Background: an optimization exercise with open tools, aiming at small area. Do not read the settings as production practice. The RTL was checked by simulation tests, not by an equivalence proof against the original design. The clock port is modelled as an ideal driver; clocking choices that lean on that would not hold on a real chip. Power is estimated from default activity; no workload was simulated.

==> flow/design.v <==
module reg_file #(
   parameter int DATA_WIDTH = 32,
   parameter int ADDR_WIDTH = 5
) (
   input  logic                  clk,
   input  logic                  rst_n,
   input  logic [DATA_WIDTH-1:0] sbus_in,
   input  logic [ADDR_WIDTH-1:0] write_select,
   input  logic [ADDR_WIDTH-1:0] sbus_select,
   input  logic [ADDR_WIDTH-1:0] alu_select,
   output logic [DATA_WIDTH-1:0] sbus_out,
   output logic [DATA_WIDTH-1:0] alu_out
);
   localparam int N = 2 ** ADDR_WIDTH;
   logic [N-1:1][DATA_WIDTH-1:0] regs;
   logic [N-1:1][DATA_WIDTH-1:0] regs_d;
   logic [N-1:1] wen, wen_n, rs, ra, wdec_n, hold_n;
   logic rst;
   rf_inv u_rst (.a(rst_n), .y(rst));
   rf_dec_en u_dws (.s(write_select), .en_n(rst), .y_n(wdec_n));
   rf_dec u_dss (.s(sbus_select), .y(rs));
   rf_dec u_das (.s(alu_select), .y(ra));
   for (genvar i = 1; i < N; i++) begin : g_wl
      rf_inv   u_w (.a(wdec_n[i]), .y(wen[i]));
      rf_nand2 u_h (.a(rst_n), .b(wdec_n[i]), .y(hold_n[i]));
      rf_inv   u_n (.a(hold_n[i]), .y(wen_n[i]));
   end
   for (genvar i = 1; i < N; i++) begin : g_row
      for (genvar b = 0; b < DATA_WIDTH; b++) begin : g_bit
         rf_ao22 u_next (.a1(regs[i][b]), .a2(wen_n[i]), .b1(sbus_in[b]), .b2(wen[i]), .y(regs_d[i][b]));
      end
   end
   always_ff @(posedge clk) regs <= regs_d;
   for (genvar b = 0; b < DATA_WIDTH; b++) begin : g_rd
      logic [N-1:1] col;
      for (genvar i = 1; i < N; i++) begin : g_col
         assign col[i] = regs[i][b];
      end
      rf_read u_s (.q(col), .s(rs), .y(sbus_out[b]));
      rf_read u_a (.q(col), .s(ra), .y(alu_out[b]));
   end
endmodule
module rf_dec_en (
   input  logic [4:0]  s,
   input  logic        en_n,
   output logic [31:1] y_n
);
   logic [4:0] sn;
   logic [3:0] lo;
   logic [7:0] hi;
   for (genvar j = 0; j < 5; j++) begin : g_inv
      rf_inv u (.a(s[j]), .y(sn[j]));
   end
   for (genvar j = 0; j < 4; j++) begin : g_lo
      rf_nor2 u (.a(j[0] ? sn[0] : s[0]), .b(j[1] ? sn[1] : s[1]), .y(lo[j]));
   end
   for (genvar k = 0; k < 8; k++) begin : g_hi
      rf_nor4 u (.a(k[0] ? sn[2] : s[2]), .b(k[1] ? sn[3] : s[3]), .c(k[2] ? sn[4] : s[4]),
                 .d(en_n), .y(hi[k]));
   end
   for (genvar i = 1; i < 32; i++) begin : g_out
      rf_nand2 u (.a(lo[i % 4]), .b(hi[i / 4]), .y(y_n[i]));
   end
endmodule
module rf_dec (
   input  logic [4:0]  s,
   output logic [31:1] y
);
   logic [4:0] sn;
   logic [3:0] lo;
   logic [7:0] hi;
   logic [31:1] y_n;
   for (genvar j = 0; j < 5; j++) begin : g_inv
      rf_inv u (.a(s[j]), .y(sn[j]));
   end
   for (genvar j = 0; j < 4; j++) begin : g_lo
      rf_nor2 u (.a(j[0] ? sn[0] : s[0]), .b(j[1] ? sn[1] : s[1]), .y(lo[j]));
   end
   for (genvar k = 0; k < 8; k++) begin : g_hi
      rf_nor3 u (.a(k[0] ? sn[2] : s[2]), .b(k[1] ? sn[3] : s[3]), .c(k[2] ? sn[4] : s[4]),
                 .y(hi[k]));
   end
   for (genvar i = 1; i < 32; i++) begin : g_out
      rf_nand2 u_n (.a(lo[i % 4]), .b(hi[i / 4]), .y(y_n[i]));
      rf_inv   u_i (.a(y_n[i]), .y(y[i]));
   end
endmodule
module rf_read (
   input  logic [31:1] q,
   input  logic [31:1] s,
   output logic        y
);
   logic [10:0] g;
   logic [2:0]  h;
   for (genvar k = 0; k < 10; k++) begin : g_aoi
      rf_aoi222 u (.a1(q[3*k+1]), .a2(s[3*k+1]), .b1(q[3*k+2]), .b2(s[3*k+2]),
                   .c1(q[3*k+3]), .c2(s[3*k+3]), .y(g[k]));
   end
   rf_nand2 u_n31 (.a(q[31]), .b(s[31]), .y(g[10]));
   rf_nand4 u_h0 (.a(g[0]), .b(g[1]), .c(g[2]), .d(g[3]), .y(h[0]));
   rf_nand3 u_h1 (.a(g[4]), .b(g[10]), .c(g[5]), .y(h[1]));
   rf_nand4 u_h2 (.a(g[6]), .b(g[7]), .c(g[8]), .d(g[9]), .y(h[2]));
   rf_or3   u_o  (.a(h[0]), .b(h[1]), .c(h[2]), .y(y));
endmodule
module rf_ao22 (input logic a1, a2, b1, b2, output logic y);
   assign y = (a1 & a2) | (b1 & b2);
endmodule
module rf_aoi222 (input logic a1, a2, b1, b2, c1, c2, output logic y);
   assign y = ~((a1 & a2) | (b1 & b2) | (c1 & c2));
endmodule
module rf_inv (input logic a, output logic y);
   assign y = ~a;
endmodule
module rf_nor2 (input logic a, b, output logic y);
   assign y = ~(a | b);
endmodule
module rf_nor3 (input logic a, b, c, output logic y);
   assign y = ~(a | b | c);
endmodule
module rf_nor4 (input logic a, b, c, d, output logic y);
   assign y = ~(a | b | c | d);
endmodule
module rf_nand2 (input logic a, b, output logic y);
   assign y = ~(a & b);
endmodule
module rf_nand3 (input logic a, b, c, output logic y);
   assign y = ~(a & b & c);
endmodule
module rf_nand4 (input logic a, b, c, d, output logic y);
   assign y = ~(a & b & c & d);
endmodule
module rf_or3 (input logic a, b, c, output logic y);
   assign y = a | b | c;
endmodule
Settings: LEC_CHECK=0, CAP_MARGIN=20, CELL_PAD_IN_SITES_DETAIL_PLACEMENT=1, CELL_PAD_IN_SITES_GLOBAL_PLACEMENT=2, CORE_MARGIN=2, CORE_UTILIZATION=40, GPL_TIMING_DRIVEN=0, SLEW_MARGIN=20, SYNTH_HIERARCHICAL=1; clock period 8.0 ns.
standard.sh (not shown) runs the stock make flow with config.mk's settings and CLKGATE_MAP_FILE= SYNTH_SCRIPT=/design/flow/synth_recipe.tcl, a recipe that flattens the netlist after the stock synthesis.
==> flow/flow/run.sh <==
#!/bin/bash
# The standard layout (standard.sh) with settings that ORFS reads from the environment:
#  - the register bits placed as a regular array around global placement (place_array.tcl),
#  - small port buffers, and no large buffers in repair (dont_use.tcl),
#  - a clock tree of clkbuf_8 without dummy loads.
# Synthesis is the standard one, run unchanged.
set -euo pipefail
W=$(pwd)
F=$W/flow
bash standard.sh synth > $W/synth.log 2>&1
export PRE_GLOBAL_PLACE_SKIP_IO_TCL=$F/array_fix.tcl
export PRE_GLOBAL_PLACE_TCL=$F/array_fix_du.tcl
export POST_GLOBAL_PLACE_TCL=$F/array_release.tcl
export PRE_RESIZE_TCL=$F/dont_use.tcl
export PRE_CTS_TCL=$F/dont_use.tcl
export PRE_GLOBAL_ROUTE_TCL=$F/dont_use.tcl
export BUFFER_PORTS_ARGS="-buffer_cell sky130_fd_sc_hd__buf_1"
export CTS_ARGS="-sink_clustering_enable -repair_clock_nets -dont_use_dummy_load -buf_list {sky130_fd_sc_hd__clkbuf_8} -sink_clustering_size 14 -sink_clustering_max_diameter 50"
bash standard.sh finish > $W/layout.log 2>&1
Other scripts of this flow, unchanged in this note and not shown: flow/flow/array_fix.tcl, flow/flow/array_fix_du.tcl, flow/flow/array_release.tcl, flow/flow/dont_use.tcl, flow/flow/place_array.tcl
The baseline went through all stages and came out clean.
Next try:
==> flow/flow/run.sh (replaced) <==
#!/bin/bash
# The standard layout (standard.sh) with settings that ORFS reads from the environment:
#  - the register bits placed as a regular array around global placement (place_array.tcl),
#  - small port buffers, and no large buffers in repair (dont_use.tcl, dont_use_late.tcl),
#  - a clock tree of clkbuf_4 without dummy loads.
# Synthesis is the standard one, run unchanged.
set -euo pipefail
W=$(pwd)
F=$W/flow
bash standard.sh synth > $W/synth.log 2>&1
export PRE_GLOBAL_PLACE_SKIP_IO_TCL=$F/array_fix.tcl
export PRE_GLOBAL_PLACE_TCL=$F/array_fix_du.tcl
export POST_GLOBAL_PLACE_TCL=$F/array_release.tcl
export PRE_RESIZE_TCL=$F/dont_use.tcl
export PRE_CTS_TCL=$F/dont_use.tcl
export PRE_GLOBAL_ROUTE_TCL=$F/dont_use_late.tcl
export BUFFER_PORTS_ARGS="-buffer_cell sky130_fd_sc_hd__buf_1"
export CTS_ARGS="-sink_clustering_enable -repair_clock_nets -dont_use_dummy_load -buf_list {sky130_fd_sc_hd__clkbuf_4} -sink_clustering_size 9 -sink_clustering_max_diameter 40"
bash standard.sh finish > $W/layout.log 2>&1
==> flow/flow/dont_use_late.tcl (new file) <==
# After clock tree synthesis: as dont_use.tcl, and keep repair off the clock buffers as well
# (the resizer otherwise picks clkbuf_8/16 as plain buffers).
source [file join [file dirname [info script]] dont_use.tcl]
set_dont_use {sky130_fd_sc_hd__clkbuf_8 sky130_fd_sc_hd__clkbuf_16}
What happened: Clock skew is unchanged. Total power is lower slightly. Setup slack loses 0.053 ns. Via count is lower slightly. Count of clock-buffer cells in the layout is higher by 52. First-iteration DRC count is lower by a few percent.
Next try:
--- a/flow/flow/run.sh
+++ b/flow/flow/run.sh
@@ -3,5 +3,5 @@
 #  - the register bits placed as a regular array around global placement (place_array.tcl),
 #  - small port buffers, and no large buffers in repair (dont_use.tcl, dont_use_late.tcl),
-#  - a clock tree of clkbuf_4 without dummy loads.
+#  - a clock tree of clkbuf_8 without dummy loads.
 # Synthesis is the standard one, run unchanged.
 set -euo pipefail
@@ -16,4 +16,4 @@
 export PRE_GLOBAL_ROUTE_TCL=$F/dont_use_late.tcl
 export BUFFER_PORTS_ARGS="-buffer_cell sky130_fd_sc_hd__buf_1"
-export CTS_ARGS="-sink_clustering_enable -repair_clock_nets -dont_use_dummy_load -buf_list {sky130_fd_sc_hd__clkbuf_4} -sink_clustering_size 9 -sink_clustering_max_diameter 40"
+export CTS_ARGS="-sink_clustering_enable -repair_clock_nets -dont_use_dummy_load -buf_list {sky130_fd_sc_hd__clkbuf_8} -sink_clustering_size 14 -sink_clustering_max_diameter 50"
 bash standard.sh finish > $W/layout.log 2>&1
=>
- core utilization barely changes
- via count stays flat
- area after synthesis is unchanged
- worst setup slack improved by 0.068 ns
- power rose by 1.7%
- design area hardly moves
- register-to-register slack is about the same

[afterwards: timing with drivers on the ports]
In the flow no input, the clock included, has a driving cell. The finished layouts below were timed again as built, in two steps.
Step 1 (the two cells are an assumption about what drives the block):
set clk [get_ports {clk}]
set_driving_cell -lib_cell sky130_fd_sc_hd__clkbuf_16 $clk
set_driving_cell -lib_cell sky130_fd_sc_hd__buf_2 [delete_from_list [all_inputs] $clk]
Step 2 moves the port delays by t, midway between the first and last clock arrival at a register: inputs arrive t later, outputs are due t later. That takes back most of the time a late clock gives input paths.
a / b / c = ideal / step 1 / step 2; a / b = the first two.
run | t (ns) | slack for setup (ns) | worst data-port slew with drivers (ns) | cell pins on the clock port's net
the first run | 0.796 | 1.496 / 1.473 / 1.473 | 0.12 | 1
the second run | 1.107 | 1.444 / 1.419 / 1.419 | 0.12 | 1
the third run | 0.815 | 1.512 / 1.489 / 1.489 | 0.12 | 1
After both steps setup and hold are still met in every run listed. For the second run, which loses most, drivers alone change the setup slack by -0.025 ns; drivers and shift together by -0.025 ns.
